What follows belongs to an exercise in optimizing a design on an open flow for small area; a production flow would make more cautious choices. Function was checked by simulation only, so behaviour that the tests miss may differ from the original. No activity file was given, so power comes from the tool's default toggle rates.

==> run Y: inputs <==
// snoop_responder
module snoop_responder #(
  parameter int LINE_SIZE = 512,
  parameter int ADDR_W    = 32,
  parameter int ENTRIES   = 8,
  parameter int LATENCY   = 2,
  parameter int BEAT_W    = 64
) (
  input  logic                 clk,
  input  logic                 reset,
  input  logic                 req_valid,
  output logic                 req_ready,
  input  logic [7:0]           req_op,
  input  logic [ADDR_W-1:0]    req_addr,
  input  logic                 pl_valid,
  output logic                 pl_ready,
  input  logic [ADDR_W-1:0]    pl_addr,
  input  logic [1:0]           pl_state,
  input  logic [LINE_SIZE-1:0] pl_data,
  output logic                 rsp_valid,
  output logic [1:0]           rsp_snoop,
  output logic                 data_valid,
  output logic [BEAT_W-1:0]    data_beat,
  output logic                 data_last
);
==> module snoop_responder, before the edit <==
module snoop_responder #(
  parameter int LINE_SIZE = 512,
  parameter int ADDR_W    = 32,
  parameter int ENTRIES   = 8,
  parameter int LATENCY   = 2,
  parameter int BEAT_W    = 64
) (
  input  logic                 clk,
  input  logic                 reset,
  input  logic                 req_valid,
  output logic                 req_ready,
  input  logic [7:0]           req_op,
  input  logic [ADDR_W-1:0]    req_addr,
  input  logic                 pl_valid,
  output logic                 pl_ready,
  input  logic [ADDR_W-1:0]    pl_addr,
  input  logic [1:0]           pl_state,
  input  logic [LINE_SIZE-1:0] pl_data,
  output logic                 rsp_valid,
  output logic [1:0]           rsp_snoop,
  output logic                 data_valid,
  output logic [BEAT_W-1:0]    data_beat,
  output logic                 data_last
);
  localparam int OFF_W = 6;
  localparam int TAG_W = ADDR_W - OFF_W;
  localparam int BEATS = LINE_SIZE / BEAT_W;
  logic [1:0]           ent_mesi [ENTRIES];
  logic [TAG_W-1:0]     ent_tag  [ENTRIES];
  logic [LINE_SIZE-1:0] ent_dat  [ENTRIES];
  logic [2:0]           rr_ptr;
  logic [3:0]           ph;
  logic [2:0]           lat_idx;
  logic [1:0]           lat_snoop;
  logic                 lat_rd, lat_inv;
  logic idle;
  logic [TAG_W-1:0] lk_tag;
  logic [ENTRIES-1:0] hit, we;
  logic any_hit;
  logic [2:0] hit_idx;
  logic req_acc, pl_acc;
  logic hit_m, hit_se;
  logic is_rd, is_inv;
  assign idle    = (ph == 4'b0000);
  assign lk_tag  = pl_valid ? pl_addr[ADDR_W-1:OFF_W] : req_addr[ADDR_W-1:OFF_W];
  assign req_acc = req_valid && req_ready;
  assign pl_acc  = pl_valid && pl_ready;
  assign is_rd   = (req_op == 8'h01);
  assign is_inv  = (req_op == 8'h03) || (req_op == 8'h04);
  always_comb begin
    any_hit = 1'b0;
    hit_idx = '0;
    hit_m   = 1'b0;
    for (int i = 0; i < ENTRIES; i++) begin
      hit[i] = (ent_mesi[i] != 2'b00) && (ent_tag[i] == lk_tag);
      if (hit[i]) begin
        hit_idx = 3'(i);
        hit_m   = (ent_mesi[i] == 2'b11);
      end
    end
    any_hit = |hit;
  end
  always_comb begin
    for (int i = 0; i < ENTRIES; i++)
      we[i] = pl_acc && (hit[i] || (!any_hit && pl_state != 2'b00 && rr_ptr == 3'(i)));
  end
  always_comb begin
    pl_ready   = idle && !reset;
    req_ready  = idle && !reset && !pl_valid;
    rsp_valid  = (ph == 4'b0010);
    rsp_snoop  = (ph == 4'b0010) ? lat_snoop : 2'b00;
    data_valid = ph[3];
    data_last  = (ph == 4'b1111);
  end
  always_comb begin
    data_beat = '0;
    for (int e = 0; e < ENTRIES; e++)
      for (int k = 0; k < BEATS; k++)
        if (ph[3] && lat_idx == 3'(e) && ph[2:0] == 3'(k))
          data_beat = data_beat | ent_dat[e][k*BEAT_W +: BEAT_W];
  end
  always_ff @(posedge clk) begin
    if (reset) begin
      ph     <= 4'b0000;
      rr_ptr <= '0;
      for (int i = 0; i < ENTRIES; i++) ent_mesi[i] <= 2'b00;
    end else begin
      case (ph)
        4'b0000: if (req_acc) ph <= 4'b0001;
        4'b0001: ph <= 4'b0010;
        4'b0010: ph <= (lat_snoop == 2'b10) ? 4'b1000 : 4'b0000;
        default: ph <= (ph == 4'b1111) ? 4'b0000 : ph + 4'd1;
      endcase
      if (pl_acc && !any_hit && pl_state != 2'b00) rr_ptr <= rr_ptr + 3'd1;
      for (int i = 0; i < ENTRIES; i++) begin
        if (we[i]) ent_mesi[i] <= pl_state;
        if (ph == 4'b0010 && lat_idx == 3'(i)) begin
          if (lat_rd)  ent_mesi[i] <= 2'b01;
          if (lat_inv) ent_mesi[i] <= 2'b00;
        end
      end
    end
  end
  always_ff @(posedge clk) begin
    for (int i = 0; i < ENTRIES; i++) begin
      if (we[i]) begin
        ent_tag[i] <= lk_tag;
        ent_dat[i] <= pl_data;
      end
    end
    if (req_acc) begin
      lat_idx   <= hit_idx;
      lat_rd    <= any_hit && is_rd;
      lat_inv   <= any_hit && is_inv;
      lat_snoop <= (any_hit && (is_rd || is_inv)) ? (hit_m ? 2'b10 : 2'b01) : 2'b00;
    end
  end
endmodule
clock: 5.0 ns
lec_check: 0
cap_margin: 20
core_margin: 2
core_utilization: 45
slew_margin: 20
run.sh (not shown) runs the stock make flow with config.mk's settings and CLKGATE_MAP_FILE= SYNTH_SCRIPT=/design/flow/synth_recipe.tcl, a recipe that flattens the netlist after the stock synthesis.
==> run K: changes against run Y <==
==> flow/design.v (replaced) <==
module snoop_responder #(
  parameter int LINE_SIZE = 512,
  parameter int ADDR_W    = 32,
  parameter int ENTRIES   = 8,
  parameter int LATENCY   = 2,
  parameter int BEAT_W    = 64
) (
  input  logic                 clk,
  input  logic                 reset,
  input  logic                 req_valid,
  output logic                 req_ready,
  input  logic [7:0]           req_op,
  input  logic [ADDR_W-1:0]    req_addr,
  input  logic                 pl_valid,
  output logic                 pl_ready,
  input  logic [ADDR_W-1:0]    pl_addr,
  input  logic [1:0]           pl_state,
  input  logic [LINE_SIZE-1:0] pl_data,
  output logic                 rsp_valid,
  output logic [1:0]           rsp_snoop,
  output logic                 data_valid,
  output logic [BEAT_W-1:0]    data_beat,
  output logic                 data_last
);
  localparam int OFF_W = 6;
  localparam int TAG_W = ADDR_W - OFF_W;
  localparam int BEATS = LINE_SIZE / BEAT_W;
  logic [1:0]           ent_mesi [ENTRIES];
  logic [TAG_W-1:0]     ent_tag  [ENTRIES];
  logic [LINE_SIZE-1:0] ent_dat  [ENTRIES];
  logic [2:0]           rr_ptr;
  logic                 st_wait, st_resp, st_dv, st_last;
  logic [BEATS-1:0]     nb;
  logic [BEAT_W-1:0]    beat_q;
  logic [ENTRIES-1:0]   lat_sel;      
  logic                 lat_rd;       
  logic                 lat_hs, lat_hm;   
  logic idle;
  logic [TAG_W-1:0] lk_tag;
  logic [ENTRIES-1:0] hit, we;
  logic any_hit, hit_m;
  logic req_acc, pl_acc, alloc;
  logic is_rd, is_snp;
  logic [BEATS-1:0] nbg;
  logic [BEAT_W-1:0] beat_d;
  assign idle    = !(st_wait || st_resp || st_dv);
  assign lk_tag  = pl_valid ? pl_addr[ADDR_W-1:OFF_W] : req_addr[ADDR_W-1:OFF_W];
  assign req_acc = req_valid && req_ready;
  assign pl_acc  = pl_valid && pl_ready;
  assign is_rd   = (req_op == 8'h01);
  assign is_snp  = is_rd || (req_op == 8'h03) || (req_op == 8'h04);
  always_comb begin
    hit_m = 1'b0;
    for (int i = 0; i < ENTRIES; i++) begin
      hit[i] = (ent_mesi[i] != 2'b00) && (ent_tag[i] == lk_tag);
      if (hit[i] && ent_mesi[i] == 2'b11) hit_m = 1'b1;
    end
    any_hit = |hit;
  end
  assign alloc = pl_acc && !any_hit && (pl_state != 2'b00);
  always_comb begin
    for (int i = 0; i < ENTRIES; i++)
      we[i] = (pl_acc && hit[i]) || (alloc && rr_ptr == 3'(i));
  end
  always_comb begin
    pl_ready   = idle && !reset;
    req_ready  = idle && !reset && !pl_valid;
    rsp_valid  = st_resp;
    rsp_snoop  = {st_resp && lat_hm, st_resp && lat_hs};
    data_valid = st_dv;
    data_last  = st_last;
    data_beat  = beat_q;
  end
  assign nbg = reset ? '0 : nb;
  always_comb begin
    beat_d = '0;
    for (int e = 0; e < ENTRIES; e++)
      for (int k = 0; k < BEATS; k++)
        if (lat_sel[e] && nbg[k])
          beat_d = beat_d | ent_dat[e][k*BEAT_W +: BEAT_W];
  end
  always_ff @(posedge clk) begin
    beat_q <= beat_d;
    if (reset) begin
      st_wait <= 1'b0;
      st_resp <= 1'b0;
      st_dv   <= 1'b0;
      st_last <= 1'b0;
      nb      <= '0;
      rr_ptr  <= '0;
      for (int i = 0; i < ENTRIES; i++) ent_mesi[i] <= 2'b00;
    end else begin
      st_wait <= req_acc;
      st_resp <= st_wait;
      st_dv   <= |nb;
      st_last <= nb[BEATS-1];
      nb      <= {nb[BEATS-2:0], st_wait && lat_hm};
      if (alloc) rr_ptr <= rr_ptr + 3'd1;
      for (int i = 0; i < ENTRIES; i++) begin
        if (we[i]) ent_mesi[i] <= pl_state;
        if (st_resp && lat_sel[i]) ent_mesi[i] <= lat_rd ? 2'b01 : 2'b00;
      end
    end
  end
  always_ff @(posedge clk) begin
    for (int i = 0; i < ENTRIES; i++) begin
      if (we[i]) begin
        ent_tag[i] <= lk_tag;
        ent_dat[i] <= pl_data;
      end
    end
    if (req_acc) begin
      lat_sel <= is_snp ? hit : '0;
      lat_rd  <= is_rd;
      lat_hs  <= is_snp && any_hit && !hit_m;
      lat_hm  <= is_snp && hit_m;
    end
  end
endmodule
==> flow/flow/run.sh (new file) <==
#!/bin/bash
# Own layout flow: the standard flow (standard.sh), with two changes made through ORFS's
# own variables:
#  * every input and output port still gets a buffer, but the smallest one (buf_1) instead of
#    the delay buffer buffer_ports picks by default;
#  * clock tree synthesis clusters up to 24 sinks per clkbuf_16 leaf buffer and inserts no
#    dummy loads.
# The full output of make (and so of every tool it runs) goes to standard_make.log; ORFS also
# keeps each step's log under orfs/logs/.
set -euo pipefail
cd "$(dirname "$0")/.."
export BUFFER_PORTS_ARGS="-buffer_cell sky130_fd_sc_hd__buf_1"
export CTS_ARGS="-sink_clustering_enable -repair_clock_nets -sink_clustering_size 24 -sink_clustering_max_diameter 80 -buf_list sky130_fd_sc_hd__clkbuf_16 -dont_use_dummy_load"
bash standard.sh > standard_make.log 2>&1
==> flow/standard.sh (new file) <==
#!/bin/bash
# synth_recipe.tcl (not shown) runs the flow's synth.tcl, then flattens the netlist and writes it again
# the make line also repeats each setting of config.mk as NAME=value (left out here)
make -C /OpenROAD-flow-scripts/flow DESIGN_CONFIG=/design/flow/config.mk WORK_HOME=/design/flow/orfs CLKGATE_MAP_FILE= SYNTH_SCRIPT=/design/flow/synth_recipe.tcl "${@:-finish}"
CAP_MARGIN = 10   (was 20)
CORE_UTILIZATION = 70   (was 45)
SLEW_MARGIN = 10   (was 20)
removed: flow/run.sh
==> run E: changes against run Y <==
==> flow/design.v (replaced) <==
module snoop_responder #(
  parameter int LINE_SIZE = 512,
  parameter int ADDR_W    = 32,
  parameter int ENTRIES   = 8,
  parameter int LATENCY   = 2,
  parameter int BEAT_W    = 64
) (
  input  logic                 clk,
  input  logic                 reset,
  input  logic                 req_valid,
  output logic                 req_ready,
  input  logic [7:0]           req_op,
  input  logic [ADDR_W-1:0]    req_addr,
  input  logic                 pl_valid,
  output logic                 pl_ready,
  input  logic [ADDR_W-1:0]    pl_addr,
  input  logic [1:0]           pl_state,
  input  logic [LINE_SIZE-1:0] pl_data,
  output logic                 rsp_valid,
  output logic [1:0]           rsp_snoop,
  output logic                 data_valid,
  output logic [BEAT_W-1:0]    data_beat,
  output logic                 data_last
);
  localparam int OFF_W = 6;
  localparam int TAG_W = ADDR_W - OFF_W;
  localparam int BEATS = LINE_SIZE / BEAT_W;
  logic [1:0]           ent_mesi [ENTRIES];
  logic [TAG_W-1:0]     ent_tag  [ENTRIES];
  logic [LINE_SIZE-1:0] ent_dat  [ENTRIES];
  logic [2:0]           rr_ptr;
  logic                 st_wait, st_resp, st_dv, st_last;
  logic [BEATS-1:0]     nb;
  logic [BEAT_W-1:0]    beat_q;
  logic [ENTRIES-1:0]   lat_sel;      
  logic                 lat_rd;       
  logic                 lat_hs, lat_hm;   
  logic idle;
  logic [TAG_W-1:0] lk_tag;
  logic [ENTRIES-1:0] hit, we;
  logic any_hit, hit_m;
  logic req_acc, pl_acc, alloc;
  logic is_rd, is_snp;
  logic [BEATS-1:0] nbg;
  logic [BEAT_W-1:0] beat_d;
  assign idle    = !(st_wait || st_resp || st_dv);
  assign lk_tag  = pl_valid ? pl_addr[ADDR_W-1:OFF_W] : req_addr[ADDR_W-1:OFF_W];
  assign req_acc = req_valid && req_ready;
  assign pl_acc  = pl_valid && pl_ready;
  assign is_rd   = (req_op == 8'h01);
  assign is_snp  = is_rd || (req_op == 8'h03) || (req_op == 8'h04);
  always_comb begin
    hit_m = 1'b0;
    for (int i = 0; i < ENTRIES; i++) begin
      hit[i] = (ent_mesi[i] != 2'b00) && (ent_tag[i] == lk_tag);
      if (hit[i] && ent_mesi[i] == 2'b11) hit_m = 1'b1;
    end
    any_hit = |hit;
  end
  assign alloc = pl_acc && !any_hit && (pl_state != 2'b00);
  always_comb begin
    for (int i = 0; i < ENTRIES; i++)
      we[i] = (pl_acc && hit[i]) || (alloc && rr_ptr == 3'(i));
  end
  always_comb begin
    pl_ready   = idle && !reset;
    req_ready  = idle && !reset && !pl_valid;
    rsp_valid  = st_resp;
    rsp_snoop  = {st_resp && lat_hm, st_resp && lat_hs};
    data_valid = st_dv;
    data_last  = st_last;
    data_beat  = beat_q;
  end
  assign nbg = reset ? '0 : nb;
  always_comb begin
    beat_d = '0;
    for (int e = 0; e < ENTRIES; e++)
      for (int k = 0; k < BEATS; k++)
        if (lat_sel[e] && nbg[k])
          beat_d = beat_d | ent_dat[e][k*BEAT_W +: BEAT_W];
  end
  always_ff @(posedge clk) begin
    beat_q <= beat_d;
    if (reset) begin
      st_wait <= 1'b0;
      st_resp <= 1'b0;
      st_dv   <= 1'b0;
      st_last <= 1'b0;
      nb      <= '0;
      rr_ptr  <= '0;
      for (int i = 0; i < ENTRIES; i++) ent_mesi[i] <= 2'b00;
    end else begin
      st_wait <= req_acc;
      st_resp <= st_wait;
      st_dv   <= |nb;
      st_last <= nb[BEATS-1];
      nb      <= {nb[BEATS-2:0], st_wait && lat_hm};
      if (alloc) rr_ptr <= rr_ptr + 3'd1;
      for (int i = 0; i < ENTRIES; i++) begin
        if (we[i]) ent_mesi[i] <= pl_state;
        if (st_resp && lat_sel[i]) ent_mesi[i] <= lat_rd ? 2'b01 : 2'b00;
      end
    end
  end
  always_ff @(posedge clk) begin
    for (int i = 0; i < ENTRIES; i++) begin
      if (we[i]) begin
        ent_tag[i] <= lk_tag;
        ent_dat[i] <= pl_data;
      end
    end
    if (req_acc) begin
      lat_sel <= is_snp ? hit : '0;
      lat_rd  <= is_rd;
      lat_hs  <= is_snp && any_hit && !hit_m;
      lat_hm  <= is_snp && hit_m;
    end
  end
endmodule
CORE_UTILIZATION = 70   (was 45)
CTS_BUF_LIST = sky130_fd_sc_hd__clkbuf_16   (was not set)
CTS_CLUSTER_DIAMETER = 80   (was not set)
CTS_CLUSTER_SIZE = 24   (was not set)
==> comparison table <==
quantity	run E	run K	run Y
Adder-Cell Fraction of Synth Area	0.000476	0.000476	0.000962
Capture endpoint of the worst hold path	nb[0]	st_wait	ent_mesi[0][1]
Initial antenna violation count	137	148	159
Worst hold-check path type	reg2reg	in2reg	reg2reg
Run status	no timing/DRC/antenna violations	no timing/DRC/antenna violations	finished with violations
Violated checks	-	-	setup timing
Post-DR wirelength/cell	46.3 um	46.5 um	44.7 um
Met2 routed wirelength	241000 um	241000 um	284000 um
Post-Synth XOR/XNOR Area	0.0116	0.0116	0.0117
Clock tree skew after final layout	0.0366 ns	0.0654 ns	0.0704 ns
Pleak	0.0561 uW	0.0535 uW	0.0619 uW
WL met1	169000 um	173000 um	218000 um
Number of instances in the synthesized netlist	7821	7821	7760
Clock sink count	4410	4410	4334
Setup repair after global routing missed its margin	false	false	true
Number of cells on the critical path	13	14	13
R2r endpoint	ent_dat[5][332]	ent_dat[4][204]	ent_dat[0][156]
Met3 Resource Use GR	0.165	0.157	0.111
Post-CTS Setup Repair Bufs	0	0	163
CTS clock-pin slew for the worst setup and hold paths	0.09 ns	0.09 ns	0.06 ns
Placed insts	11500	11500	13200
Hold path startpoint	lat_hm	req_valid	ent_mesi[0][1]
Proportion of cell area occupied by multi-input gates	0.137	0.141	0.138

separate check: timing with driven ports:
How much do the figures lean on ideal ports? The routed layouts below were timed once more, with nothing changed but the port constraints.
Step 1 sets driving cells, clkbuf_16 on the clock port and buf_2 on the other inputs (assumed; they add their load-dependent delay and slew).
Step 2 times the ports against the registers' clock, not the clock port: input delays grow and output delays shrink by t, the midpoint of the rising clock arrivals with the driver on.
Slacks: ideal / step 1 / step 2; pairs: ideal / step 1.
run	t (ns)	setup slack, ns	worst setup path at the end
run Y	1.099	-0.068 / -0.184 / -0.046	input to register
run K	0.994	0.709 / 0.787 / -0.208	input to register
run E	1.000	0.736 / 0.821 / -0.179	input to register
With both steps, setup timing fails in run K and run E, where it was met with ideal ports. The setup slack of run K, which loses most, moves by +0.078 ns with the drivers and by -0.917 ns with both steps.
